Background: an optimization exercise with open tools, aiming at small area, a short achievable clock period and few clock cycles per item. Do not read the settings as production practice. At most, simulation tests tie the RTL to the original design; equivalence was not proved. For runs 3 and 4, only the layout was checked, not whether the RTL still works. Power figures rest on the tool's default switching activity, not on a simulated workload.

## design/flow/design.v

```verilog
`default_nettype none
package rdc_pkg;
   localparam int FIELD_BITS = 32;
   localparam int NCELL = 14;
   localparam int DIGIT_BITS = 4;
   localparam logic [1:0] TY_ONE  = 2'd0;   
   localparam logic [1:0] TY_BIN  = 2'd1;   
   localparam logic [1:0] TY_QUAT = 2'd2;   
   localparam logic [1:0] TY_TERN = 2'd3;   
endpackage
`default_nettype wire
`default_nettype none
import rdc_pkg::*;
module radix_digit_converter_unit (
   input  wire logic        clock,
   input  wire logic        reset,
   input  wire logic        req_tvalid,
   output logic             req_tready,
   input  wire logic [31:0] req_tdata,    
   output logic             rsp_tvalid,
   input  wire logic        rsp_tready,
   output logic [7:0]       rsp_tdata,    
   output logic             rsp_tlast,    
   input  wire logic        csr_wr_en,
   input  wire logic [4:0]  csr_wr_data   
);
   function automatic logic [3:0] add3(input logic [3:0] d);
      add3[3] = d[3] | (d[2] & d[0]) | (d[2] & d[1]);
      add3[2] = (d[3] & d[0]) | (d[2] & ~d[1] & ~d[0]);
      add3[1] = (d[3] & ~d[0]) | (d[1] & d[0]) | (~d[2] & d[1]);
      add3[0] = (d[3] & ~d[0]) | (d[2] & d[1] & ~d[0]) | (~d[3] & ~d[2] & d[0]);
   endfunction
   function automatic logic [2:0] top_nib(input logic [31:0] v);
      logic [2:0] t;
      t = 3'd0;
      for (int i = 1; i < 8; i++) begin
         if (v[4*i +: 4] != 4'd0) t = 3'(i);
      end
      top_nib = t;
   endfunction
   function automatic logic [3:0] top_cell(input logic [NCELL-1:0][3:0] c);
      logic [3:0] t;
      t = 4'd0;
      for (int i = 1; i < NCELL; i++) begin
         if (c[i] != 4'd0) t = 4'(i);
      end
      top_cell = t;
   endfunction
   logic [4:0]  radix_ff;
   logic        rdy_ff;
   logic        v_full;
   logic [31:0] v_data;
   logic        v_ld;       
   logic        v_oct;      
   logic        v_bcd;      
   logic        v_gen;      
   logic [3:0]  v_rc;       
   logic [5:0]  v_rc3;      
   logic [7:2]  v_hl;       
   logic [7:3]  v_hr;       
   logic [2:0]  v_top;      
   logic [1:0]  v_ty;       
   logic [2:0]  v_idx;      
   logic [1:0]  v_bit;      
   logic [3:0]  v_nib;      
   logic        a_busy, a_done;
   logic [1:0]  a_ty;
   logic [NCELL-1:0][3:0] a_cell;
   logic        e_busy;
   logic        e_lp;       
   logic [1:0]  e_ty;
   logic [3:0]  e_j;
   logic [1:0]  e_s;
   logic [NCELL-1:0][3:0] e_cell;
   logic        o_v, o_l, s_v, s_l;
   logic [3:0]  o_d, s_d;
   assign req_tready = rdy_ff;
   assign rsp_tvalid = o_v;
   assign rsp_tdata  = {4'd0, o_d};
   assign rsp_tlast  = o_l;
   logic [4:0] r_eff;
   logic       d_ld, d_oct, d_bcd, d_gen;
   logic [3:0] d_rc;
   logic [1:0] d_ty;
   always_comb begin
      r_eff = radix_ff;
      if (r_eff < 5'd2)  r_eff = 5'd2;
      if (r_eff > 5'd16) r_eff = 5'd16;
      d_ld = (r_eff == 5'd2) || (r_eff == 5'd4) || (r_eff == 5'd16);
      d_oct = (r_eff == 5'd8);
      d_bcd = (r_eff == 5'd10);
      d_gen = !d_ld && !d_oct && !d_bcd;
      d_rc  = (r_eff == 5'd3) ? 4'd9 : r_eff[3:0];
      case (r_eff)
         5'd2:    d_ty = TY_BIN;
         5'd4:    d_ty = TY_QUAT;
         5'd3:    d_ty = TY_TERN;
         default: d_ty = TY_ONE;
      endcase
   end
   logic       emit, e_last, handoff, start, start_last, step_last, v_free;
   logic [2:0] top;
   logic [3:0] nib1;
   logic       bit_in;
   logic [3:0] e_rd;
   logic [1:0] s_eff, s_max;
   logic [3:0] e_dig;
   logic [3:0] h_top, h_rd;    
   logic [NCELL-1:0] h_nz, h_oh;
   logic [1:0] h_s;            
   logic [3:0] e_j_n;
   logic [1:0] e_s_n;
   always_comb begin
      h_top = top_cell(a_cell);
      for (int i = 0; i < NCELL; i++) h_nz[i] = (a_cell[i] != 4'd0);
      h_rd = 4'd0;
      for (int i = 0; i < NCELL; i++) begin
         h_oh[i] = h_nz[i];
         for (int j = i + 1; j < NCELL; j++) h_oh[i] = h_oh[i] & !h_nz[j];
         h_rd = h_rd | ({4{h_oh[i]}} & a_cell[i]);
      end
      case (a_ty)
         TY_BIN:  h_s = h_rd[3] ? 2'd3 : h_rd[2] ? 2'd2 : h_rd[1] ? 2'd1 : 2'd0;
         TY_QUAT: h_s = (h_rd[3:2] != 2'd0) ? 2'd1 : 2'd0;
         TY_TERN: h_s = (h_rd >= 4'd3) ? 2'd1 : 2'd0;
         default: h_s = 2'd0;
      endcase
      e_rd = e_cell[e_j];
      case (e_ty)
         TY_BIN:  s_max = 2'd3;
         TY_QUAT: s_max = 2'd1;
         TY_TERN: s_max = 2'd1;
         default: s_max = 2'd0;
      endcase
      s_eff = e_s;
      if (e_s == 2'd0) begin
         e_j_n = e_j - 4'd1;
         e_s_n = s_max;
      end else begin
         e_j_n = e_j;
         e_s_n = e_s - 2'd1;
      end
      case (e_ty)
         TY_BIN:  e_dig = {3'd0, e_rd[s_eff]};
         TY_QUAT: e_dig = s_eff[0] ? {2'd0, e_rd[3:2]} : {2'd0, e_rd[1:0]};
         TY_TERN: begin
            if (s_eff[0]) e_dig = (e_rd >= 4'd6) ? 4'd2 : (e_rd >= 4'd3) ? 4'd1 : 4'd0;
            else          e_dig = (e_rd >= 4'd6) ? e_rd - 4'd6 : (e_rd >= 4'd3) ? e_rd - 4'd3 : e_rd;
         end
         default: e_dig = e_rd;
      endcase
   end
   always_comb begin
      emit       = e_busy && !s_v;
      e_last     = emit && e_lp;
      handoff    = a_done && (!e_busy || e_last);
      start      = v_full && !a_busy && (!a_done || handoff);
      top        = v_top;
      start_last = v_ld || v_oct || (top == 3'd0);
      step_last  = (v_idx == 3'd0) && (!v_gen || (v_bit == 2'd0));
      v_free     = (a_busy && step_last) || (start && start_last);
      nib1       = v_data[{top, 2'b00} +: 4];
      bit_in     = v_nib[v_bit];
   end
   logic [NCELL-1:0][3:0] first_cells, bcd_cells, gen_cells;
   logic [4:0]            rc2;
   logic [5:0]            rc3;
   logic [1:0]            fq;
   logic [3:0]            fm;
   always_comb begin
      first_cells = '0;
      rc2 = {v_rc, 1'b0};
      rc3 = v_rc3;
      if ({2'b0, nib1} >= rc3) begin
         fq = 2'd3;
         fm = nib1 - rc3[3:0];
      end else if ({1'b0, nib1} >= rc2) begin
         fq = 2'd2;
         fm = nib1 - rc2[3:0];
      end else if (nib1 >= v_rc) begin
         fq = 2'd1;
         fm = nib1 - v_rc;
      end else begin
         fq = 2'd0;
         fm = nib1;
      end
      if (v_ld) begin
         for (int i = 0; i < 8; i++) first_cells[i] = v_data[4*i +: 4];
      end else if (v_oct) begin
         for (int i = 0; i < 10; i++) first_cells[i] = {1'b0, v_data[3*i +: 3]};
         first_cells[10] = {2'd0, v_data[31:30]};
      end else begin
         first_cells[0] = fm;
         first_cells[1] = {2'd0, fq};
      end
   end
   localparam int NBCD = 10;
   logic [NBCD-1:0][3:0] bx, bc;
   always_comb begin
      bx = a_cell[NBCD-1:0];
      for (int s = 3; s >= 0; s--) begin
         for (int i = 0; i < NBCD; i++) bc[i] = add3(bx[i]);
         for (int i = 0; i < NBCD; i++) begin
            bx[i] = {bc[i][2:0], (i == 0) ? v_nib[s] : bc[i-1][3]};
         end
      end
      bcd_cells = '0;
      bcd_cells[NBCD-1:0] = bx;
   end
   logic [NCELL-1:0][4:0] g_t0, g_t1;
   logic [NCELL-1:0]      gg, pp, gn, pn;    
   logic [NCELL:0]        g_cy;
   always_comb begin
      for (int i = 0; i < NCELL; i++) begin
         g_t0[i] = {a_cell[i], 1'b0} - {1'b0, v_rc};
         g_t1[i] = {a_cell[i], 1'b1} - {1'b0, v_rc};
         gg[i]   = a_cell[i][3];
         pp[i]   = a_cell[i][3];
         for (int h = 3; h < 8; h++) gg[i] = gg[i] | (v_hr[h] & (a_cell[i][2:0] >= 3'(h)));
         for (int h = 2; h < 8; h++) pp[i] = pp[i] | (v_hl[h] & (a_cell[i][2:0] >= 3'(h)));
      end
      for (int l = 0; l < 4; l++) begin
         gn = gg;
         pn = pp;
         for (int i = 0; i < NCELL; i++) begin
            if ((i >> l) & 1) begin
               gn[i] = gg[i] | (pp[i] & gg[((i >> l) << l) - 1]);
               pn[i] = pp[i] & pp[((i >> l) << l) - 1];
            end
         end
         gg = gn;
         pp = pn;
      end
      g_cy[0] = bit_in;
      for (int i = 0; i < NCELL; i++) g_cy[i+1] = gg[i] | (pp[i] & bit_in);
      for (int i = 0; i < NCELL; i++) begin
         if (g_cy[i]) gen_cells[i] = g_cy[i+1] ? g_t1[i][3:0] : {a_cell[i][2:0], 1'b1};
         else         gen_cells[i] = g_cy[i+1] ? g_t0[i][3:0] : {a_cell[i][2:0], 1'b0};
      end
   end
   logic       v_full_n, a_busy_n, step_last_n;
   logic [2:0] v_idx_n;
   logic [1:0] v_bit_n;
   always_comb begin
      v_idx_n = v_idx;
      v_bit_n = v_bit;
      if (start) begin
         v_idx_n = top - 3'd1;
         v_bit_n = 2'd3;
      end else if (a_busy) begin
         if (!v_gen || v_bit == 2'd0) begin
            v_idx_n = v_idx - 3'd1;
            v_bit_n = 2'd3;
         end else begin
            v_bit_n = v_bit - 2'd1;
         end
      end
      v_full_n    = rdy_ff ? req_tvalid : (v_full && !v_free);
      a_busy_n    = (start && !start_last) || (a_busy && !step_last);
      step_last_n = (v_idx_n == 3'd0) && (!v_gen || (v_bit_n == 2'd0));
   end
   always_ff @(posedge clock) begin
      if (reset) begin
         radix_ff <= 5'd2;
         rdy_ff   <= 1'b1;
         v_full   <= 1'b0;
         a_busy   <= 1'b0;
         a_done   <= 1'b0;
         e_busy   <= 1'b0;
         o_v      <= 1'b0;
         s_v      <= 1'b0;
      end else begin
         if (csr_wr_en) radix_ff <= csr_wr_data;
         v_full <= v_full_n;
         rdy_ff <= !v_full_n || (a_busy_n && step_last_n);
         a_busy <= a_busy_n;
         if ((start && start_last) || (a_busy && step_last)) a_done <= 1'b1;
         else if (handoff) a_done <= 1'b0;
         if (handoff) e_busy <= 1'b1;
         else if (e_last) e_busy <= 1'b0;
         if (s_v) begin
            if (!o_v || rsp_tready) begin
               o_v <= 1'b1;
               s_v <= 1'b0;
            end
         end else if (emit) begin
            if (!o_v || rsp_tready) o_v <= 1'b1;
            else s_v <= 1'b1;
         end else if (rsp_tready) begin
            o_v <= 1'b0;
         end
      end
      if (rdy_ff) begin
         v_data <= req_tdata;
         v_ld   <= d_ld;
         v_oct  <= d_oct;
         v_bcd  <= d_bcd;
         v_gen  <= d_gen;
         v_rc   <= d_rc;
         v_rc3  <= {2'b0, d_rc} + {1'b0, d_rc, 1'b0};
         for (int h = 2; h < 8; h++) v_hl[h] <= (d_rc[3:1] == 3'(h));
         for (int h = 3; h < 8; h++) v_hr[h] <= ({1'b0, d_rc[3:1]} + {3'd0, d_rc[0]} == 4'(h));
         v_top  <= top_nib(req_tdata);
         v_ty   <= d_ty;
      end
      v_idx <= v_idx_n;
      v_bit <= v_bit_n;
      v_nib <= v_data[{v_idx_n, 2'b00} +: 4];
      if (start) begin
         a_cell <= first_cells;
         a_ty   <= v_ty;
      end else if (a_busy) begin
         a_cell <= v_gen ? gen_cells : bcd_cells;
      end
      if (handoff) begin
         e_cell <= a_cell;
         e_j    <= h_top;
         e_s    <= h_s;
         e_lp   <= !(|h_nz[NCELL-1:1]) && (h_s == 2'd0);
         e_ty   <= a_ty;
      end else if (emit) begin
         e_j    <= e_j_n;
         e_s    <= e_s_n;
         e_lp   <= (e_j_n == 4'd0) && (e_s_n == 2'd0);
      end
      if (s_v) begin
         if (!o_v || rsp_tready) begin
            o_d <= s_d;
            o_l <= s_l;
         end
      end else if (emit) begin
         if (!o_v || rsp_tready) begin
            o_d <= e_dig;
            o_l <= e_last;
         end else begin
            s_d <= e_dig;
            s_l <= e_last;
         end
      end
   end
endmodule
`default_nettype wire
```

## design/flow/flow/run.sh

```bash
#!/bin/bash
# Standard layout, with timing repair aiming well below the clock period:
# repair_timing treats any path with less than SETUP_SLACK_MARGIN ns of slack as failing.
set -euo pipefail
bash standard.sh synth > synth.log 2>&1
bash standard.sh SETUP_SLACK_MARGIN=8.5 finish > layout.log 2>&1
```

## design/flow/standard.sh

```bash
#!/bin/bash
# synth_recipe.tcl (not shown) runs the flow's synth.tcl, then flattens the netlist and writes it again
# the make line also repeats each setting of config.mk as NAME=value (left out here)
make -C /OpenROAD-flow-scripts/flow DESIGN_CONFIG=/design/flow/config.mk WORK_HOME=/design/flow/orfs CLKGATE_MAP_FILE= SYNTH_SCRIPT=/design/flow/synth_recipe.tcl "${@:-finish}"
```

## design/flow/config.mk

```make
export PLATFORM = sky130hd
export DESIGN_NAME = radix_digit_converter_unit
export DESIGN_NICKNAME = radix_digit_converter_unit
export VERILOG_FILES = /design/flow/design.v
export SDC_FILE = /design/flow/constraint.sdc
export NUM_CORES = 4
export LEC_CHECK = 0
export CAP_MARGIN = 20
export CORE_MARGIN = 2
export CORE_UTILIZATION = 40
export SLEW_MARGIN = 20
```

## design/flow/constraint.sdc

```tcl
create_clock -name core_clock -period 12.0 [get_ports {clock}]
set_input_delay 2.4000 -clock core_clock [delete_from_list [all_inputs] [get_ports {clock}]]
set_output_delay 2.4000 -clock core_clock [all_outputs]
set_load 0.01 [all_outputs]
```

==> results of run 1 <==
==> flip-flops by register name, indices dropped and copies added (netlist names), 5 cells and up <==
signal    count
a_cell       56
v_hl          6
v_data       32
radix_ff      5
v_rc3         6
v_hr          5
e_cell       56
==> critical path, stage by stage, from the launching register on <==
cell	delay [ps]
sky130_fd_sc_hd__edfxtp_1	440
sky130_fd_sc_hd__buf_12	170
sky130_fd_sc_hd__mux4_2	550
sky130_fd_sc_hd__mux4_2	540
sky130_fd_sc_hd__inv_2	120
sky130_fd_sc_hd__ha_4	130
sky130_fd_sc_hd__o21a_1	180
sky130_fd_sc_hd__nor2_4	70
sky130_fd_sc_hd__or3_1	380
sky130_fd_sc_hd__a31o_2	240
sky130_fd_sc_hd__a22o_1	220
sky130_fd_sc_hd__mux2_2	260
==> cells by family (layout without fill, tap and decap cells) <==
group,count (synthesis),after routing,share of synthesized area (%)
AO/OA/AOI/OAI,876,876,29.3
AND/OR/NAND/NOR,718,718,16.8
buffers and inverters,311,416,6.25
flip-flops,214,214,30.0
multiplexers,110,110,7.37
adder cells (fa/ha/maj),105,105,7.61
XOR/XNOR,61,61,2.63
other,1,4,0.0184
==> per-stage QoR <==
step           worst slack (ps)  utilization (%)  hold WS [ps]
2_1_floorplan              8420                -           400
3_3_place_gp               7740             42.2           459
3_5_place_dp               7640             42.2           440
4_1_cts                    8500             45.7           460
5_1_grt                    8390             47.7           470
6_report                   8460             47.7           452
==> synth_stat cells (15+ instances only) <==
master and number:
sky130_fd_sc_hd__o21ai_0 172, sky130_fd_sc_hd__a21o_1 58, sky130_fd_sc_hd__clkbuf_1 154, sky130_fd_sc_hd__a31oi_1 31
sky130_fd_sc_hd__mux2_2 18, sky130_fd_sc_hd__dfxtp_1 33, sky130_fd_sc_hd__nand2b_1 18, sky130_fd_sc_hd__a21oi_1 221
sky130_fd_sc_hd__buf_2 26, sky130_fd_sc_hd__fa_1 32, sky130_fd_sc_hd__xnor2_1 47, sky130_fd_sc_hd__a221oi_1 29
sky130_fd_sc_hd__nor2_1 204, sky130_fd_sc_hd__edfxtp_1 181, sky130_fd_sc_hd__a311oi_1 17, sky130_fd_sc_hd__nor4_1 21
sky130_fd_sc_hd__o22ai_1 27, sky130_fd_sc_hd__o21a_1 16, sky130_fd_sc_hd__nor2b_1 17, sky130_fd_sc_hd__nand3_1 69
sky130_fd_sc_hd__ha_1 71, sky130_fd_sc_hd__a211oi_1 42, sky130_fd_sc_hd__o31ai_1 15, sky130_fd_sc_hd__nor3_1 67
sky130_fd_sc_hd__o211ai_1 43, sky130_fd_sc_hd__and3_1 15, sky130_fd_sc_hd__inv_1 97, sky130_fd_sc_hd__nand2_1 203
sky130_fd_sc_hd__and2_1 17, sky130_fd_sc_hd__mux4_2 30, sky130_fd_sc_hd__mux2i_1 62, sky130_fd_sc_hd__a2111oi_0 15
==> power by group <==
group	switching, mW	internal, mW
registers	0.109	0.929
logic	1.46	0.940
clock network	0.340	0.508
total	1.91	2.38
==> layer usage <==
layer / share of wire (%) / routed length (µm) / track usage, %
met5: 0.017 / 13 / 0
met4: 4.9 / 3720 / 11.7
met3: 10 / 7730 / 5.50
met1: 40 / 30200 / 36.1
met2: 45 / 34300 / 43.6
==> layout make-up <==
type,instances,area (µm²)
repair buffers,260,2150
clock buffers,33,718
multi-input cells,1874,13500
repair inverters,1,7.51
fillers,4701,26200
inverters,108,434
well taps,672,841
clock inverters,14,180
flip-flops and latches,214,6100
==> path summary, 6_finish.rpt <==
| path | cells past startpoint | slack [ps] | to |
|---|---|---|---|
| setup / recovery | 11 | 8460 | o_d[1]$_DFFE_PP_ |
| hold reg to reg | 0 | 450 | a_ty[0]$_DFFE_PP_ |
| setup reg to reg | 11 | 8460 | o_d[1]$_DFFE_PP_ |
| hold / removal | 0 | 450 | a_ty[0]$_DFFE_PP_ |
==> repair_timing <==
item                                    4_1_cts  5_1_grt
endpoints found under the setup margin       77       63
cloned                                        1        1
setup buffers                                85       87
pin swaps                                     6       17
resized for setup                            79       74
==> impl_metrics.prom, run 1 <==
# TYPE chip_impl_metric gauge
chip_impl_info{name="crit_path_start",value="e_j[0]$_DFFE_PP_"} 1
chip_impl_metric{name="n_antenna_cell",unit=""} 0
chip_impl_metric{name="drt-vias-per-instance",unit=""} 6.54
chip_impl_metric{name="relSlewSlack",unit="%"} 25.1
chip_impl_info{name="most_common_library_cell_in_the_layout_ignoring_fill_and_taps",value="sky130_fd_sc_hd__a21oi_1"} 1
chip_impl_info{name="grt_setup_unrepaired",value="yes"} 1
chip_impl_metric{name="gp_congestion",unit=""} 0.923
chip_impl_metric{name="power-per-cell-area",unit="nW/µm²"} 179
chip_impl_metric{name="num-nets-final",unit=""} 2630
chip_impl_metric{name="core_region",unit="µm²"} 50200
chip_impl_metric{name="grt_remaining_overflow",unit=""} 0
chip_impl_metric{name="mappedNetlistArea",unit="µm²"} 20300
chip_impl_info{name="cts_tree",value="built"} 1
chip_impl_metric{name="global_route.usage.total",unit="%"} 27.4
chip_impl_metric{name="synth_edf_count",unit=""} 181
chip_impl_metric{name="p_leak",unit="nW"} 8.99
chip_impl_info{name="worst_hold_path_type",value="reg2reg"} 1
chip_impl_metric{name="syn_inst",unit=""} 2396
chip_impl_metric{name="report.final.slew_viol_count",unit=""} 0
chip_impl_metric{name="detail_route.wl_per_cell",unit="µm"} 23.9
chip_impl_info{name="status",value="finished clean"} 1
chip_impl_metric{name="route.detailed.drc",unit=""} 0
chip_impl_info{name="startpoint_type",value="flip-flop"} 1
chip_impl_metric{name="pin_count",unit=""} 53
chip_impl_metric{name="fp.dieW",unit="µm"} 230
chip_impl_metric{name="clkSlewWorstSetupHoldPaths",unit="ps"} 60
chip_impl_metric{name="htree_levels",unit=""} 1
chip_impl_metric{name="hold_violations",unit=""} 0
chip_impl_info{name="hp-start",value="v_ty[0]$_DFFE_PP_"} 1
chip_impl_metric{name="fin_crit_sh",unit="%"} 29.5
chip_impl_metric{name="number_of_placed_instances_taps_included",unit=""} 2955
chip_impl_metric{name="critical_path_arrival",unit="ps"} 3850
chip_impl_metric{name="grt_antenna_before_repair",unit=""} 1
chip_impl_info{name="synth_top_cells_by_area",value="sky130_fd_sc_hd__edfxtp_1 27%, sky130_fd_sc_hd__a21oi_1 5.4%, sky130_fd_sc_hd__ha_1 4.4%"} 1
chip_impl_metric{name="seq_area_frac_synth",unit="%"} 30.0
chip_impl_info{name="timing.setup.critical_path_class",value="reg2reg"} 1
chip_impl_metric{name="min_period",unit="ps"} 3540
chip_impl_metric{name="initial_utilization",unit="%"} 40.6
chip_impl_metric{name="cts_num_sinks",unit=""} 214
chip_impl_metric{name="synthDominantCellAreaShare",unit="%"} 26.7
chip_impl_metric{name="drt_first_iter_violations",unit=""} 2318
chip_impl_info{name="commonest_cells_after_routing_fill_and_taps_aside",value="214 x sky130_fd_sc_hd__a21oi_1, 203 x sky130_fd_sc_hd__nand2_1, 194 x sky130_fd_sc_hd__nor2_1, 194 x sky130_fd_sc_hd__buf_4, 181 x sky130_fd_sc_hd__edfxtp_1"} 1
chip_impl_info{name="cts-root-buf",value="sky130_fd_sc_hd__clkbuf_16"} 1
chip_impl_metric{name="std_cell_rows",unit=""} 82
chip_impl_metric{name="detailed_route_wire_length",unit="µm"} 76000
chip_impl_metric{name="design.die.area",unit="µm²"} 52700
chip_impl_metric{name="design_area",unit="µm²"} 23900
chip_impl_metric{name="max-vdd-ir-drop",unit="mV"} 0.101
chip_impl_metric{name="dr_total_vias",unit=""} 20800
chip_impl_metric{name="antenna_violating_nets_post_route",unit=""} 0
chip_impl_metric{name="port_buffer_count",unit=""} 48
chip_impl_info{name="setup.worst_path.end_class",value="flip-flop"} 1
chip_impl_info{name="origin_of_the_critical_flop_to_flop_path",value="e_j[0]$_DFFE_PP_"} 1
chip_impl_metric{name="die_y",unit="µm"} 230
chip_impl_metric{name="max_freq",unit="GHz"} 0.282
chip_impl_metric{name="worst-slew-pin-transition",unit="ps"} 1120
chip_impl_metric{name="post_layout_nonfiller_instances",unit=""} 3176
chip_impl_metric{name="yosys_warnings",unit=""} 1
chip_impl_metric{name="finalSetupTns",unit="ps"} 0
chip_impl_metric{name="total_power",unit="mW"} 4.29
chip_impl_metric{name="finalSetupViolCount",unit=""} 0
chip_impl_metric{name="wire_length_of_the_first_global_routing_pass",unit="µm"} 113000
chip_impl_metric{name="synth_area_per_cell",unit="µm²"} 8.49
chip_impl_metric{name="cts_made_buffers",unit=""} 26
chip_impl_metric{name="ys_types",unit=""} 101
chip_impl_metric{name="dp_hpwl",unit="µm"} 50100
chip_impl_info{name="yosys.area.top_type",value="sky130_fd_sc_hd__edfxtp_1"} 1
chip_impl_metric{name="synth.ff_latch_count",unit=""} 214
chip_impl_metric{name="critPathRequiredTime",unit="ps"} 12310
chip_impl_info{name="synth_top_flop_cell",value="sky130_fd_sc_hd__edfxtp_1"} 1
chip_impl_metric{name="areaGrowthSynthToFinish",unit="%"} 17.6
chip_impl_metric{name="clockBufferDepth",unit=""} 3
chip_impl_metric{name="dpl_cell_area",unit="µm²"} 21200
chip_impl_metric{name="synth_async_sr_flop_share",unit="%"} 0
chip_impl_metric{name="drt_first_pass_iters",unit=""} 6
chip_impl_metric{name="worstSkewPairLatency",unit="ps"} 560
chip_impl_metric{name="final_layout_size_suffix_gt1_share",unit="%"} 17.7
chip_impl_metric{name="grt_start_max_net_pins",unit=""} 65
chip_impl_metric{name="drv.max_cap_violation_count",unit=""} 0
chip_impl_metric{name="clock_skew",unit="ps"} 15.8
chip_impl_metric{name="number_of_global_route_vias_before_repair",unit=""} 19000
chip_impl_metric{name="worst-path-max-fanout",unit=""} 8
chip_impl_metric{name="cts_hold_buffers",unit=""} 0
Testbench counts, summed over its fixed seeds: cycles 26,119, digits 21,042.
==> inputs of run 2 (changes only) <==
==> design/flow/flow/run.sh (replaced) <==
#!/bin/bash
# Standard layout, with timing repair aiming well below the clock period:
# repair_timing treats any path with less than SETUP_SLACK_MARGIN ns of slack as failing.
set -euo pipefail
bash standard.sh synth > synth.log 2>&1
bash standard.sh SETUP_SLACK_MARGIN=9.0 finish > layout.log 2>&1
==> impl_metrics.prom, run 2 <==
# TYPE chip_impl_metric gauge
chip_impl_info{name="status",value="finished clean"} 1
chip_impl_metric{name="route.detailed.drc",unit=""} 0
chip_impl_metric{name="design_area",unit="µm²"} 27400
chip_impl_metric{name="dr_total_vias",unit=""} 22200
chip_impl_info{name="cpMaxStageDelayCell",value="sky130_fd_sc_hd__edfxtp_1"} 1
chip_impl_metric{name="synth_area_per_cell",unit="µm²"} 8.49
chip_impl_metric{name="global_route.usage.total",unit="%"} 29.9
chip_impl_metric{name="worstSkewPairLatency",unit="ps"} 580
chip_impl_metric{name="antenna_violating_nets_post_route",unit=""} 0
chip_impl_metric{name="areaGrowthSynthToFinish",unit="%"} 34.7
chip_impl_metric{name="max-vdd-ir-drop",unit="mV"} 0.116
chip_impl_metric{name="synthDominantCellAreaShare",unit="%"} 26.7
chip_impl_info{name="grt_setup_unrepaired",value="yes"} 1
chip_impl_metric{name="final_layout_size_suffix_gt1_share",unit="%"} 33.3
chip_impl_info{name="cts-root-buf",value="sky130_fd_sc_hd__clkbuf_16"} 1
chip_impl_metric{name="grt.met2_usage",unit="%"} 47.8
chip_impl_metric{name="dp_hpwl",unit="µm"} 50600
chip_impl_metric{name="drt_first_iter_violations",unit=""} 2711
chip_impl_metric{name="max_freq",unit="GHz"} 0.288
chip_impl_metric{name="fp.dieW",unit="µm"} 230
chip_impl_metric{name="power-per-cell-area",unit="nW/µm²"} 178
chip_impl_info{name="commonest_cells_after_routing_fill_and_taps_aside",value="322 x sky130_fd_sc_hd__buf_4, 193 x sky130_fd_sc_hd__a21oi_1, 187 x sky130_fd_sc_hd__nand2_1, 181 x sky130_fd_sc_hd__edfxtp_1, 174 x sky130_fd_sc_hd__nor2_1"} 1
chip_impl_metric{name="worst-path-max-fanout",unit=""} 1
chip_impl_metric{name="detail_route.wl_per_cell",unit="µm"} 24.7
chip_impl_metric{name="groute.layer.met1.usage",unit="%"} 38.4
chip_impl_info{name="timing.setup.critical_path_class",value="reg2out"} 1
chip_impl_metric{name="port_buffer_count",unit=""} 48
chip_impl_metric{name="worst-slew-pin-transition",unit="ps"} 949
chip_impl_metric{name="mappedNetlistArea",unit="µm²"} 20300
chip_impl_metric{name="critical_path_arrival",unit="ps"} 1080
chip_impl_metric{name="yosys_warnings",unit=""} 1
chip_impl_info{name="synth_most_common_cell",value="sky130_fd_sc_hd__a21oi_1"} 1
chip_impl_metric{name="total_power",unit="mW"} 4.87
chip_impl_metric{name="p_leak",unit="nW"} 10.3
chip_impl_info{name="startpoint_type",value="flip-flop"} 1
chip_impl_metric{name="htree_levels",unit=""} 1
chip_impl_metric{name="grt_start_max_net_pins",unit=""} 63
chip_impl_info{name="cts_tree",value="built"} 1
chip_impl_metric{name="finalSetupViolCount",unit=""} 0
chip_impl_metric{name="report.final.slew_viol_count",unit=""} 0
chip_impl_metric{name="drt-vias-per-instance",unit=""} 6.58
chip_impl_metric{name="grt_remaining_overflow",unit=""} 0
chip_impl_metric{name="clkSlewWorstSetupHoldPaths",unit="ps"} 60
chip_impl_metric{name="worst_path_largest_cell_delay",unit="ps"} 360
chip_impl_metric{name="gp_congestion",unit=""} 0.926
chip_impl_info{name="yosys.area.top_type",value="sky130_fd_sc_hd__edfxtp_1"} 1
chip_impl_info{name="grt.busiest_layer",value="met2"} 1
chip_impl_metric{name="grt_antenna_before_repair",unit=""} 1
chip_impl_metric{name="cts_made_buffers",unit=""} 28
chip_impl_info{name="most_common_library_cell_in_the_layout_ignoring_fill_and_taps",value="sky130_fd_sc_hd__buf_4"} 1
chip_impl_metric{name="pin_count",unit=""} 53
chip_impl_metric{name="std_cell_rows",unit=""} 82
chip_impl_info{name="synth_top_cells_by_area",value="sky130_fd_sc_hd__edfxtp_1 27%, sky130_fd_sc_hd__a21oi_1 5.4%, sky130_fd_sc_hd__ha_1 4.4%"} 1
chip_impl_metric{name="dpl_cell_area",unit="µm²"} 21300
chip_impl_info{name="synth_top_cells_by_count",value="221 x sky130_fd_sc_hd__a21oi_1, 204 x sky130_fd_sc_hd__nor2_1, 203 x sky130_fd_sc_hd__nand2_1"} 1
chip_impl_metric{name="ys_types",unit=""} 101
chip_impl_metric{name="design.die.area",unit="µm²"} 52700
chip_impl_metric{name="reg2reg_slack",unit="ps"} 8550
chip_impl_metric{name="synth.ff_latch_count",unit=""} 214
chip_impl_metric{name="syn_inst",unit=""} 2396
chip_impl_metric{name="fin_crit_sh",unit="%"} 29.0
chip_impl_metric{name="min_period",unit="ps"} 3480
chip_impl_metric{name="cp_num_buf_inv",unit=""} 1
chip_impl_metric{name="cts_num_sinks",unit=""} 214
chip_impl_metric{name="cts_hold_buffers",unit=""} 0
chip_impl_info{name="worst_path_dominant_cell_family",value="flip-flops"} 1
chip_impl_metric{name="hold_violations",unit=""} 0
chip_impl_metric{name="number_of_global_route_vias_before_repair",unit=""} 21100
chip_impl_metric{name="finalSetupTns",unit="ps"} 0
chip_impl_info{name="timing.critical_path.cells",value="buf_2"} 1
chip_impl_metric{name="drv.max_cap_violation_count",unit=""} 0
chip_impl_metric{name="initial_utilization",unit="%"} 40.6
chip_impl_metric{name="grt.met3_usage",unit="%"} 6.23
chip_impl_info{name="worst_hold_path_type",value="reg2reg"} 1
chip_impl_metric{name="seq_area_frac_synth",unit="%"} 30.0
chip_impl_metric{name="core_region",unit="µm²"} 50200
chip_impl_metric{name="clockBufferDepth",unit=""} 3
chip_impl_metric{name="synth_edf_count",unit=""} 181
chip_impl_metric{name="wire_length_of_the_first_global_routing_pass",unit="µm"} 124000
chip_impl_metric{name="synth_async_sr_flop_share",unit="%"} 0
chip_impl_metric{name="n_antenna_cell",unit=""} 0
chip_impl_info{name="synth_top_flop_cell",value="sky130_fd_sc_hd__edfxtp_1"} 1
chip_impl_metric{name="critPathRequiredTime",unit="ps"} 9600
chip_impl_metric{name="clock_skew",unit="ps"} 20.8
chip_impl_info{name="reg_top3",value="a_cell x56, e_cell x56, v_data x32"} 1
chip_impl_metric{name="die_y",unit="µm"} 230
chip_impl_metric{name="holdWs",unit="ps"} 420
chip_impl_metric{name="finalCoreUtilization",unit="%"} 54.6
chip_impl_metric{name="detailed_route_wire_length",unit="µm"} 83400
chip_impl_metric{name="drt_first_pass_iters",unit=""} 8
chip_impl_info{name="setup.worst_path.end_class",value="output pin"} 1
chip_impl_metric{name="num-nets-final",unit=""} 2825
chip_impl_metric{name="relSlewSlack",unit="%"} 36.7
chip_impl_metric{name="fillCellCount",unit=""} 4377
[run 2: cell count changes in the layout (fill, tap and decap cells not counted), moves of 18 or more]
| cell | delta |
|---|---|
| sky130_fd_sc_hd__a21oi_1 | -21 |
| sky130_fd_sc_hd__buf_4 | +128 |
| sky130_fd_sc_hd__buf_6 | +56 |
| sky130_fd_sc_hd__clkdlybuf4s50_1 | -28 |
| sky130_fd_sc_hd__clkinvlp_4 | +18 |
| sky130_fd_sc_hd__nor2_1 | -20 |
| sky130_fd_sc_hd__o21ai_0 | -29 |
[run 2: area by class of cell]
type / instances / area (µm²) / area share [%]
clock inverter: 21 / 178 / 0.648
timing repair inverter: 1 / 7.51 / 0.0274
clock buffer: 31 / 733 / 2.68
inverter: 108 / 505 / 1.85
timing repair buffer: 452 / 3950 / 14.4
sequential: 214 / 6110 / 22.3
tap: 672 / 841 / 3.07
multi-input combinational: 1875 / 15100 / 55.0
[run 2: kinds of logic (layout without fill, tap and decap cells)]
family	after synthesis	count (layout)	share of synthesized area [%]
DFF	214	214	30.0
xor gates and xnor gates	61	61	2.63
and+or+nand+nor	718	718	16.8
other	1	4	0.0184
adders and majority gates	105	105	7.61
buffers and inverters	311	613	6.25
muxes	110	110	7.37
AOI/OAI and AO/OA	876	877	29.3
[run 2: stage by stage]
| stage | setup slack (ps) | std cells |
|---|---|---|
| 4_1_cts | 8510 | 3267 |
| 3_5_place_dp | 7610 | 2951 |
| 6_report | 8520 | 3374 |
| 2_1_floorplan | 8420 | 2399 |
| 3_3_place_gp | 7720 | 2951 |
| 5_1_grt | 8430 | 3374 |
[run 2: final timing paths]
kind                      from           endpoint  cells past startpoint
max           o_d[2]$_DFFE_PP_       rsp_tdata[2]                      1
min          v_ty[0]$_DFFE_PP_  a_ty[0]$_DFFE_PP_                      0
max reg2reg   e_j[0]$_DFFE_PP_   o_d[1]$_DFFE_PP_                     13
min reg2reg  v_ty[0]$_DFFE_PP_  a_ty[0]$_DFFE_PP_                      0
[run 2: timing repair]
action / CTS / global route
pin swaps: 93 / 132
gates cloned: 4 / 1
setup buffers: 260 / 106
gates resized for setup: 370 / 266
setup endpoints to repair: 89 / 82
[run 2: report_power, final]
part	total [mW]	leakage, nW	internal [mW]	switching, mW
sequential	1.03	2.02	0.929	0.0973
clock	0.838	0.435	0.484	0.354
combinational	3.01	7.85	1.28	1.73
[run 2: routing by layer]
layer	share of wire [%]	wire, µm
met2	45	37800
met5	0.014	12
met1	38	32000
met4	6.0	5040
met3	10	8580
==> inputs of run 3 (changes only) <==
--- a/design/flow/design.v
+++ b/design/flow/design.v
@@ -55,9 +55,10 @@
    logic        v_bcd;      
    logic        v_gen;      
    logic [3:0]  v_rc;       
+   logic [4:0]  v_rc2;      
    logic [5:0]  v_rc3;      
-   logic [7:2]  v_hl;       
-   logic [7:3]  v_hr;       
+   logic [2:0]  v_hl;       
+   logic [3:0]  v_hr;       
    logic [2:0]  v_top;      
    logic [1:0]  v_ty;       
    logic [2:0]  v_idx;      
@@ -169,7 +170,7 @@
    logic [3:0]            fm;
    always_comb begin
       first_cells = '0;
-      rc2 = {v_rc, 1'b0};
+      rc2 = v_rc2;
       rc3 = v_rc3;
       if ({2'b0, nib1} >= rc3) begin
          fq = 2'd3;
@@ -214,10 +215,8 @@
       for (int i = 0; i < NCELL; i++) begin
          g_t0[i] = {a_cell[i], 1'b0} - {1'b0, v_rc};
          g_t1[i] = {a_cell[i], 1'b1} - {1'b0, v_rc};
-         gg[i]   = a_cell[i][3];
-         pp[i]   = a_cell[i][3];
-         for (int h = 3; h < 8; h++) gg[i] = gg[i] | (v_hr[h] & (a_cell[i][2:0] >= 3'(h)));
-         for (int h = 2; h < 8; h++) pp[i] = pp[i] | (v_hl[h] & (a_cell[i][2:0] >= 3'(h)));
+         gg[i]   = (a_cell[i] >= v_hr);
+         pp[i]   = (a_cell[i] >= {1'b0, v_hl});
       end
       for (int l = 0; l < 4; l++) begin
          gn = gg;
@@ -297,9 +296,10 @@
          v_bcd  <= d_bcd;
          v_gen  <= d_gen;
          v_rc   <= d_rc;
+         v_rc2  <= {d_rc, 1'b0};
          v_rc3  <= {2'b0, d_rc} + {1'b0, d_rc, 1'b0};
-         for (int h = 2; h < 8; h++) v_hl[h] <= (d_rc[3:1] == 3'(h));
-         for (int h = 3; h < 8; h++) v_hr[h] <= ({1'b0, d_rc[3:1]} + {3'd0, d_rc[0]} == 4'(h));
+         v_hl   <= d_rc[3:1];
+         v_hr   <= {1'b0, d_rc[3:1]} + {3'd0, d_rc[0]};
          v_top  <= top_nib(req_tdata);
          v_ty   <= d_ty;
       end
==> design/flow/flow/run.sh (replaced) <==
#!/bin/bash
# Standard layout, with timing repair aiming well below the clock period:
# repair_timing treats any path with less than SETUP_SLACK_MARGIN ns of slack as failing.
set -euo pipefail
bash standard.sh synth > synth.log 2>&1
bash standard.sh SETUP_SLACK_MARGIN=8.5 finish > layout.log 2>&1
--- a/design/flow/config.mk
+++ b/design/flow/config.mk
@@ -5,7 +5,7 @@
 export SDC_FILE = /design/flow/constraint.sdc
 export NUM_CORES = 4
 export LEC_CHECK = 0
-export CAP_MARGIN = 20
+export CAP_MARGIN = 70
 export CORE_MARGIN = 2
 export CORE_UTILIZATION = 40
-export SLEW_MARGIN = 20
+export SLEW_MARGIN = 70
==> impl_metrics.prom, run 3 <==
# TYPE chip_impl_metric gauge
chip_impl_metric{name="dp_hpwl",unit="µm"} 47300
chip_impl_info{name="reg_top3",value="a_cell x56, e_cell x56, v_data x32"} 1
chip_impl_info{name="critical-path-top-cell-by-count",value="sky130_fd_sc_hd__buf_6"} 1
chip_impl_info{name="cts-root-buf",value="sky130_fd_sc_hd__clkbuf_16"} 1
chip_impl_metric{name="max-vdd-ir-drop",unit="mV"} 0.101
chip_impl_info{name="startpoint_type",value="flip-flop"} 1
chip_impl_metric{name="mappedNetlistArea",unit="µm²"} 19500
chip_impl_metric{name="number_of_global_route_vias_before_repair",unit=""} 18200
chip_impl_metric{name="worst_path_largest_cell_delay",unit="ps"} 470
chip_impl_metric{name="core_region",unit="µm²"} 47800
chip_impl_info{name="yosys.area.top_type",value="sky130_fd_sc_hd__edfxtp_1"} 1
chip_impl_metric{name="grt_antenna_before_repair",unit=""} 2
chip_impl_metric{name="seq_area_frac_synth",unit="%"} 30.1
chip_impl_metric{name="pin_count",unit=""} 53
chip_impl_metric{name="gp_congestion",unit=""} 0.901
chip_impl_metric{name="synthDominantCellAreaShare",unit="%"} 26.7
chip_impl_metric{name="cts_made_buffers",unit=""} 25
chip_impl_metric{name="critical_path_arrival",unit="ps"} 4320
chip_impl_info{name="setup.worst_path.end_class",value="flip-flop"} 1
chip_impl_metric{name="drt_first_pass_iters",unit=""} 7
chip_impl_info{name="synth_top_cells_by_area",value="sky130_fd_sc_hd__edfxtp_1 27%, sky130_fd_sc_hd__ha_1 8.9%, sky130_fd_sc_hd__a21oi_1 4.0%"} 1
chip_impl_metric{name="port_buffer_count",unit=""} 48
chip_impl_info{name="worst_hold_path_type",value="reg2reg"} 1
chip_impl_info{name="commonest_cells_after_routing_fill_and_taps_aside",value="173 x sky130_fd_sc_hd__nand2_1, 173 x sky130_fd_sc_hd__edfxtp_1, 142 x sky130_fd_sc_hd__nor2_1, 139 x sky130_fd_sc_hd__a21oi_1, 135 x sky130_fd_sc_hd__ha_1"} 1
chip_impl_metric{name="synth.ff_latch_count",unit=""} 206
chip_impl_metric{name="std_cell_rows",unit=""} 80
chip_impl_metric{name="clkSlewWorstSetupHoldPaths",unit="ps"} 70
chip_impl_metric{name="grt_remaining_overflow",unit=""} 0
chip_impl_info{name="cpMaxStageDelayCell",value="sky130_fd_sc_hd__a221o_4"} 1
chip_impl_metric{name="cp_num_buf_inv",unit=""} 6
chip_impl_metric{name="drt-vias-per-instance",unit=""} 6.39
chip_impl_metric{name="clock_skew",unit="ps"} 22.0
chip_impl_metric{name="worstSkewPairLatency",unit="ps"} 550
chip_impl_metric{name="num-nets-final",unit=""} 2558
chip_impl_info{name="grt_setup_unrepaired",value="yes"} 1
chip_impl_info{name="synth_top_cells_by_count",value="178 x sky130_fd_sc_hd__nand2_1, 173 x sky130_fd_sc_hd__edfxtp_1, 158 x sky130_fd_sc_hd__nor2_1"} 1
chip_impl_metric{name="grt_start_max_net_pins",unit=""} 38
chip_impl_metric{name="cts_num_sinks",unit=""} 206
chip_impl_info{name="synth_top_flop_cell",value="sky130_fd_sc_hd__edfxtp_1"} 1
chip_impl_metric{name="detailed_route_wire_length",unit="µm"} 67500
chip_impl_metric{name="finalSetupViolCount",unit=""} 0
chip_impl_metric{name="yosys_warnings",unit=""} 1
chip_impl_info{name="timing.critical_path.cells",value="buf_6 > ha_1 > nand2b_1 > a211o_1 > a221o_4 > a2111oi_4 > buf_4 > buf_6 > o211ai_4 > buf_6 > buf_8 > a311oi_4 > buf_6 > mux2_4 > mux2i_1 > nor2_1"} 1
chip_impl_info{name="timing.setup.critical_path_class",value="reg2reg"} 1
chip_impl_metric{name="hold_violations",unit=""} 0
chip_impl_metric{name="synth_async_sr_flop_share",unit="%"} 0
chip_impl_info{name="status",value="finished clean"} 1
chip_impl_metric{name="drv.max_cap_violation_count",unit=""} 0
chip_impl_metric{name="n_antenna_cell",unit=""} 0
chip_impl_metric{name="synth_area_per_cell",unit="µm²"} 8.92
chip_impl_metric{name="ys_types",unit=""} 92
chip_impl_metric{name="drt_first_iter_violations",unit=""} 1817
chip_impl_metric{name="max_freq",unit="GHz"} 0.248
chip_impl_metric{name="finalSetupTns",unit="ps"} 0
chip_impl_info{name="worst_path_dominant_cell_family",value="compound AO/OA/AOI/OAI gates"} 1
chip_impl_metric{name="htree_levels",unit=""} 1
chip_impl_metric{name="synth_edf_count",unit=""} 173
chip_impl_metric{name="initial_utilization",unit="%"} 40.7
chip_impl_metric{name="worst-path-max-fanout",unit=""} 16
chip_impl_metric{name="power-per-cell-area",unit="nW/µm²"} 177
chip_impl_metric{name="report.final.slew_viol_count",unit=""} 0
chip_impl_metric{name="antenna_violating_nets_post_route",unit=""} 0
chip_impl_metric{name="die_y",unit="µm"} 225
chip_impl_metric{name="critPathRequiredTime",unit="ps"} 12290
chip_impl_metric{name="wire_length_of_the_first_global_routing_pass",unit="µm"} 103000
chip_impl_info{name="cts_tree",value="built"} 1
chip_impl_metric{name="global_route.usage.total",unit="%"} 26.1
chip_impl_metric{name="dr_total_vias",unit=""} 19000
chip_impl_metric{name="syn_inst",unit=""} 2183
chip_impl_metric{name="finalCoreUtilization",unit="%"} 50.0
chip_impl_metric{name="clockBufferDepth",unit=""} 3
chip_impl_metric{name="design.die.area",unit="µm²"} 50500
chip_impl_metric{name="cts_hold_buffers",unit=""} 0
chip_impl_info{name="synth_most_common_cell",value="sky130_fd_sc_hd__nand2_1"} 1
chip_impl_metric{name="fillCellCount",unit=""} 4361
chip_impl_metric{name="fin_crit_sh",unit="%"} 33.6
chip_impl_metric{name="route.detailed.drc",unit=""} 0
chip_impl_metric{name="fp.dieW",unit="µm"} 225
chip_impl_metric{name="detail_route.wl_per_cell",unit="µm"} 22.7
chip_impl_metric{name="p_leak",unit="nW"} 9.20
chip_impl_metric{name="areaGrowthSynthToFinish",unit="%"} 23.0
chip_impl_metric{name="final_layout_size_suffix_gt1_share",unit="%"} 21.9
chip_impl_metric{name="min_period",unit="ps"} 4030
-- run 3: cell type report --
type / count / area, µm² / share of cell area, %
Clock inverter: 17 / 230 / 0.962
Multi-Input combinational cell: 1743 / 13700 / 57.2
Clock buffer: 28 / 637 / 2.66
Timing Repair Buffer: 275 / 2350 / 9.81
Inverter: 95 / 390 / 1.63
Tap cell: 615 / 769 / 3.21
Sequential cell: 206 / 5860 / 24.5
-- run 3: worst register-to-register path, stage by stage, from the launching register on --
cell	delay (ps)
sky130_fd_sc_hd__edfxtp_1	370
sky130_fd_sc_hd__buf_6	210
sky130_fd_sc_hd__ha_1	330
sky130_fd_sc_hd__nand2b_1	170
sky130_fd_sc_hd__a211o_1	310
sky130_fd_sc_hd__a221o_4	470
sky130_fd_sc_hd__a2111oi_4	330
sky130_fd_sc_hd__buf_4	180
sky130_fd_sc_hd__buf_6	100
sky130_fd_sc_hd__o211ai_4	100
sky130_fd_sc_hd__buf_6	160
sky130_fd_sc_hd__buf_8	130
sky130_fd_sc_hd__a311oi_4	280
sky130_fd_sc_hd__buf_6	180
sky130_fd_sc_hd__mux2_4	290
sky130_fd_sc_hd__mux2i_1	120
sky130_fd_sc_hd__nor2_1	50
-- run 3: path summary, 6_finish.rpt --
check	startpoint	to	slack [ps]	cells past startpoint
min reg2reg	v_ty[1]$_DFFE_PP_	a_ty[1]$_DFFE_PP_	420	0
min	v_ty[1]$_DFFE_PP_	a_ty[1]$_DFFE_PP_	420	0
max reg2reg	v_hr[0]$_DFFE_PP_	a_cell[42]$_SDFFCE_PP0P_	7970	16
max	v_hr[0]$_DFFE_PP_	a_cell[42]$_SDFFCE_PP0P_	7970	16
-- run 3: layer usage --
metal  vias to the layer above  global-route usage [%]  share of wire, %
met3                       186                    4.77               8.8
met2                       917                    42.1                45
met1                      9240                    34.1                41
met5                         -                       0             0.019
li1                       8695                       -                 -
met4                         2                    11.6               4.8
-- run 3: repair_timing --
item                       4_1_cts  5_1_grt
buffers inserted                59       27
cloned                           3        0
setup endpoints to repair       67       58
gates resized for setup        124       77
pin swaps                       37       43
-- run 3: logic make-up (layout without fill, tap and decap cells) --
| group | after synthesis | count (layout) | synth area share [%] |
|---|---|---|---|
| adders and majority gates | 171 | 171 | 12.2 |
| and+or+nand+nor | 619 | 619 | 15.3 |
| AOI/OAI and AO/OA | 771 | 771 | 27.1 |
| buffers and inverters | 237 | 415 | 4.74 |
| muxes | 118 | 118 | 7.89 |
| xor gates and xnor gates | 60 | 60 | 2.70 |
| other | 1 | 4 | 0.0193 |
| DFF | 206 | 206 | 30.1 |
-- run 3: power by group --
group,total [mW],leakage [nW],switching (mW),internal (mW)
Combinational,2.43,6.85,1.39,1.03
Clock,0.819,0.423,0.326,0.493
Sequential,0.982,1.93,0.0939,0.888
Total,4.23,9.20,1.81,2.42
-- run 3: per-stage QoR --
stage | cell area (µm²) | setup slack [ps] | hold slack (ps) | power [mW] | cells
after floorplan | 19500 | 7570 | 400 | 2.43 | 2186
after global placement | 20400 | 6820 | 414 | 2.86 | 2741
after detailed placement | 21500 | 6990 | 410 | 3.06 | 2837
after CTS | 23200 | 7950 | 426 | 4.04 | 2944
after global routing | 23900 | 7900 | 444 | 4.47 | 2979
final | 23900 | 7970 | 425 | 4.23 | 2979
==> inputs of run 4 (changes only) <==
==> design/flow/run.sh (new file) <==
#!/bin/bash
# synth_recipe.tcl (not shown) runs the flow's synth.tcl, then flattens the netlist and writes it again
# the make line also repeats each setting of config.mk as NAME=value (left out here)
make -C /OpenROAD-flow-scripts/flow DESIGN_CONFIG=/design/flow/config.mk WORK_HOME=/design/flow/orfs CLKGATE_MAP_FILE= SYNTH_SCRIPT=/design/flow/synth_recipe.tcl finish
removed: design/flow/flow/run.sh
removed: design/flow/standard.sh
==> impl_metrics.prom, run 4 <==
# TYPE chip_impl_metric gauge
chip_impl_metric{name="switching_power",unit="mW"} 1.71
chip_impl_info{name="synth_top_cells_by_area",value="sky130_fd_sc_hd__edfxtp_1 27%, sky130_fd_sc_hd__ha_1 8.9%, sky130_fd_sc_hd__a21oi_1 4.0%"} 1
chip_impl_info{name="timing.setup.critical_path_class",value="reg2reg"} 1
chip_impl_metric{name="cts_post_setup_buffers_inserted",unit=""} 0
chip_impl_metric{name="cp_num_buf_inv",unit=""} 9
chip_impl_metric{name="finalSetupViolCount",unit=""} 0
chip_impl_metric{name="yosys_warnings",unit=""} 1
chip_impl_metric{name="gp_congestion",unit=""} 0.899
chip_impl_metric{name="drt-vias-per-instance",unit=""} 6.30
chip_impl_metric{name="drt_first_iter_violations",unit=""} 1861
chip_impl_metric{name="cts_num_sinks",unit=""} 206
chip_impl_info{name="synth_top_flop_cell",value="sky130_fd_sc_hd__edfxtp_1"} 1
chip_impl_info{name="crit_path_start",value="a_cell[0]$_DFFE_PP_"} 1
chip_impl_metric{name="synth_async_sr_flop_share",unit="%"} 0
chip_impl_metric{name="reg2reg_slack",unit="ps"} 6740
chip_impl_info{name="grt_setup_unrepaired",value="no"} 1
chip_impl_metric{name="grt_start_max_net_pins",unit=""} 56
chip_impl_metric{name="cts_made_buffers",unit=""} 24
chip_impl_metric{name="design.die.area",unit="µm²"} 50500
chip_impl_metric{name="critPathRequiredTime",unit="ps"} 12280
chip_impl_metric{name="htree_levels",unit=""} 1
chip_impl_info{name="synth_top_cells_by_count",value="178 x sky130_fd_sc_hd__nand2_1, 173 x sky130_fd_sc_hd__edfxtp_1, 158 x sky130_fd_sc_hd__nor2_1"} 1
chip_impl_info{name="cts-root-buf",value="sky130_fd_sc_hd__clkbuf_16"} 1
chip_impl_metric{name="pin_count",unit=""} 53
chip_impl_metric{name="grt_remaining_overflow",unit=""} 0
chip_impl_metric{name="initial_utilization",unit="%"} 40.7
chip_impl_info{name="status",value="finished clean"} 1
chip_impl_metric{name="synth_area_per_cell",unit="µm²"} 8.92
chip_impl_metric{name="die_y",unit="µm"} 225
chip_impl_metric{name="worstSkewPairLatency",unit="ps"} 540
chip_impl_metric{name="hold_violations",unit=""} 0
chip_impl_metric{name="fin_crit_sh",unit="%"} 43.8
chip_impl_metric{name="fp.dieW",unit="µm"} 225
chip_impl_metric{name="critical_path_arrival",unit="ps"} 5540
chip_impl_info{name="reg_top3",value="a_cell x56, e_cell x56, v_data x32"} 1
chip_impl_metric{name="clkSlewWorstSetupHoldPaths",unit="ps"} 60
chip_impl_metric{name="post_cts_resize_count",unit=""} 0
chip_impl_metric{name="antenna_violating_nets_post_route",unit=""} 0
chip_impl_metric{name="clock_skew",unit="ps"} 14.9
chip_impl_metric{name="holdWs",unit="ps"} 449
chip_impl_info{name="setup.worst_path.end_class",value="flip-flop"} 1
chip_impl_metric{name="finalSetupTns",unit="ps"} 0
chip_impl_metric{name="seq_area_frac_synth",unit="%"} 30.1
chip_impl_metric{name="core_region",unit="µm²"} 47800
chip_impl_info{name="startpoint_type",value="flip-flop"} 1
chip_impl_metric{name="ys_types",unit=""} 92
chip_impl_metric{name="grt_antenna_before_repair",unit=""} 0
chip_impl_metric{name="n_antenna_cell",unit=""} 0
chip_impl_metric{name="drt_first_pass_iters",unit=""} 7
chip_impl_metric{name="dp_hpwl",unit="µm"} 46900
chip_impl_metric{name="path_depth",unit=""} 20
chip_impl_metric{name="max_freq",unit="GHz"} 0.190
chip_impl_metric{name="max-vdd-ir-drop",unit="mV"} 0.120
chip_impl_metric{name="mappedNetlistArea",unit="µm²"} 19500
chip_impl_metric{name="detail_route.wl_per_cell",unit="µm"} 22.1
chip_impl_metric{name="min_period",unit="ps"} 5260
chip_impl_metric{name="dr_total_vias",unit=""} 18300
chip_impl_metric{name="port_buffer_count",unit=""} 48
chip_impl_metric{name="synthDominantCellAreaShare",unit="%"} 26.7
chip_impl_info{name="cts_tree",value="built"} 1
chip_impl_info{name="synth_most_common_cell",value="sky130_fd_sc_hd__nand2_1"} 1
chip_impl_metric{name="cell_internal_pwr",unit="mW"} 2.17
chip_impl_info{name="timing.critical_path.cells",value="buf_2 > inv_1 > ha_1 > fa_1 > a21bo_2 > a211o_1 > a221o_2 > a2111oi_4 > clkdlybuf4s18_2 > buf_2 > buf_1 > o211ai_4 > buf_4 > buf_4 > a311oi_4 > buf_2 > buf_2 > mux2_2 > mux2i_1 > nor2_1"} 1
chip_impl_metric{name="final_layout_size_suffix_gt1_share",unit="%"} 16.1
chip_impl_metric{name="detailed_route_wire_length",unit="µm"} 64000
chip_impl_info{name="commonest_cells_after_routing_fill_and_taps_aside",value="173 x sky130_fd_sc_hd__nand2_1, 173 x sky130_fd_sc_hd__edfxtp_1, 149 x sky130_fd_sc_hd__a21oi_1, 144 x sky130_fd_sc_hd__nor2_1, 139 x sky130_fd_sc_hd__o21ai_0"} 1
chip_impl_metric{name="p_leak",unit="nW"} 8.54
chip_impl_metric{name="worst-path-max-fanout",unit=""} 13
chip_impl_metric{name="areaGrowthSynthToFinish",unit="%"} 16.1
chip_impl_metric{name="syn_inst",unit=""} 2183
chip_impl_metric{name="number_of_global_route_vias_before_repair",unit=""} 17000
chip_impl_metric{name="finalCoreUtilization",unit="%"} 47.3
chip_impl_metric{name="power_frac_clock",unit="%"} 19.3
chip_impl_metric{name="synth.ff_latch_count",unit=""} 206
chip_impl_metric{name="std_cell_rows",unit=""} 80
chip_impl_metric{name="wire_length_of_the_first_global_routing_pass",unit="µm"} 98400
chip_impl_metric{name="reg2regPathDepth",unit=""} 20
chip_impl_metric{name="net_switching_share_of_the_total_power",unit="%"} 44.1
chip_impl_metric{name="synth_edf_count",unit=""} 173
chip_impl_info{name="yosys.area.top_type",value="sky130_fd_sc_hd__edfxtp_1"} 1
chip_impl_metric{name="comb_power_share",unit="%"} 55.3
chip_impl_metric{name="seqPwrFrac",unit="%"} 25.4
chip_impl_metric{name="clockBufferDepth",unit=""} 3
chip_impl_metric{name="power-per-cell-area",unit="nW/µm²"} 172
chip_impl_metric{name="fillCellCount",unit=""} 4477
chip_impl_metric{name="total_power",unit="mW"} 3.88
chip_impl_info{name="worst_hold_path_type",value="reg2reg"} 1
chip_impl_metric{name="report.final.slew_viol_count",unit=""} 0
chip_impl_metric{name="route.detailed.drc",unit=""} 0
chip_impl_metric{name="cts_hold_buffers",unit=""} 0
chip_impl_info{name="worst_path_dominant_cell_family",value="buffers and inverters"} 1
chip_impl_info{name="crit_end",value="a_cell[42]$_SDFFCE_PP0P_"} 1
chip_impl_metric{name="drv.max_cap_violation_count",unit=""} 0
chip_impl_metric{name="num-nets-final",unit=""} 2475
chip_impl_info{name="origin_of_the_critical_flop_to_flop_path",value="a_cell[0]$_DFFE_PP_"} 1
chip_impl_metric{name="global_route.usage.total",unit="%"} 24.7
chip_impl_info{name="critical-path-top-cell-by-count",value="sky130_fd_sc_hd__buf_2"} 1
chip_impl_metric{name="worst_path_largest_cell_delay",unit="ps"} 530
chip_impl_info{name="cpMaxStageDelayCell",value="sky130_fd_sc_hd__a221o_2"} 1
chip_impl_info{name="worst_r2r_endpoint",value="a_cell[42]$_SDFFCE_PP0P_"} 1
run 4: cell counts after synthesis:
No cell type changed its count.
run 4: metrics by stage:
step / area, µm² / instances / worst slack (ps)
floorplan: 19500 / 2186 / 7510
global placement: 20400 / 2740 / 6730
detailed placement: 21600 / 2843 / 6820
CTS: 22400 / 2887 / 6790
global route: 22600 / 2896 / 6560
finish: 22600 / 2896 / 6740
run 4: kinds of logic after synthesis:
kind of cell / Yosys count / synth area share (%)
AOI/OAI and AO/OA: 771 / 27.1
xor gates and xnor gates: 60 / 2.70
adders and majority gates: 171 / 12.2
buffers and inverters: 237 / 4.74
DFF: 206 / 30.1
muxes: 118 / 7.89
other: 1 / 0.0193
and+or+nand+nor: 619 / 15.3
run 4: metal layers:
layer | wire [µm] | global-route usage [%] | vias up
met4 | 2170 | 7.75 | 0
met2 | 28700 | 39.1 | 818
met5 | 0 | 0 | -
met3 | 5290 | 3.70 | 122
met1 | 27800 | 34.7 | 8776
li1 | - | - | 8536
run 4: worst min-delay path by stage:
| stage | start | endpoint | slack, ps | cells past startpoint |
|---|---|---|---|---|
| final | v_ty[0]$_DFFE_PP_ | a_ty[0]$_DFFE_PP_ | 450 | 0 |
| after global routing | v_ty[0]$_DFFE_PP_ | a_ty[0]$_DFFE_PP_ | 460 | 0 |
| after CTS | v_ty[0]$_DFFE_PP_ | a_ty[0]$_DFFE_PP_ | 460 | 0 |
| after detailed placement | v_ty[0]$_DFFE_PP_ | a_ty[0]$_DFFE_PP_ | 450 | 0 |
| after global placement | v_ty[0]$_DFFE_PP_ | a_ty[0]$_DFFE_PP_ | 440 | 0 |
| after floorplan | v_ty[0]$_DFFE_PP_ | a_ty[0]$_DFFE_PP_ | 400 | 0 |
run 4: layout make-up:
cell class	count	area (µm²)	share of cell area, %
flip-flops and latches	206	5860	25.9
inverters	95	362	1.60
clock buffers	28	637	2.82
clock inverters	16	159	0.703
repair buffers	193	1450	6.40
multi-input cells	1743	13400	59.2
well taps	615	769	3.40
run 4: power groups by stage:
stage	sequential, mW	clock (mW)	combinational (mW)
detailed placement	1.00	0	2.06
global placement	1.08	0	1.78
finish	0.986	0.752	2.15
global route	0.994	0.793	2.35
floorplan	0.963	0	1.46
CTS	0.985	0.767	2.07

==> port drivers added, routing unchanged <==
No port has a modelled driver above. Below, the same layouts with a new extraction and two added sets of constraints.
Step 1, drivers: a clkbuf_16 drives clock and a buf_2 each remaining input, both assumed.
Step 2 also shifts input and output timing later by t, the mid clock arrival at the registers, as if the neighbouring blocks saw the same clock.
Slacks: ideal / step 1 / step 2; pairs: ideal / step 1.
run	shift t [ns]	slack for setup (ns)	worst slew at a driven data input, ns
run 1	0.613	8.456 / 8.456 / 7.970	0.04
run 2	0.627	8.523 / 8.467 / 8.248	0.05
run 3	0.595	7.970 / 7.970 / 7.970	0.04
run 4	0.595	6.742 / 6.742 / 6.742	0.04
After both steps setup and hold are still met in every run listed. For run 1, which loses most, drivers alone change the setup slack by 0.000 ns; drivers and shift together by -0.486 ns.
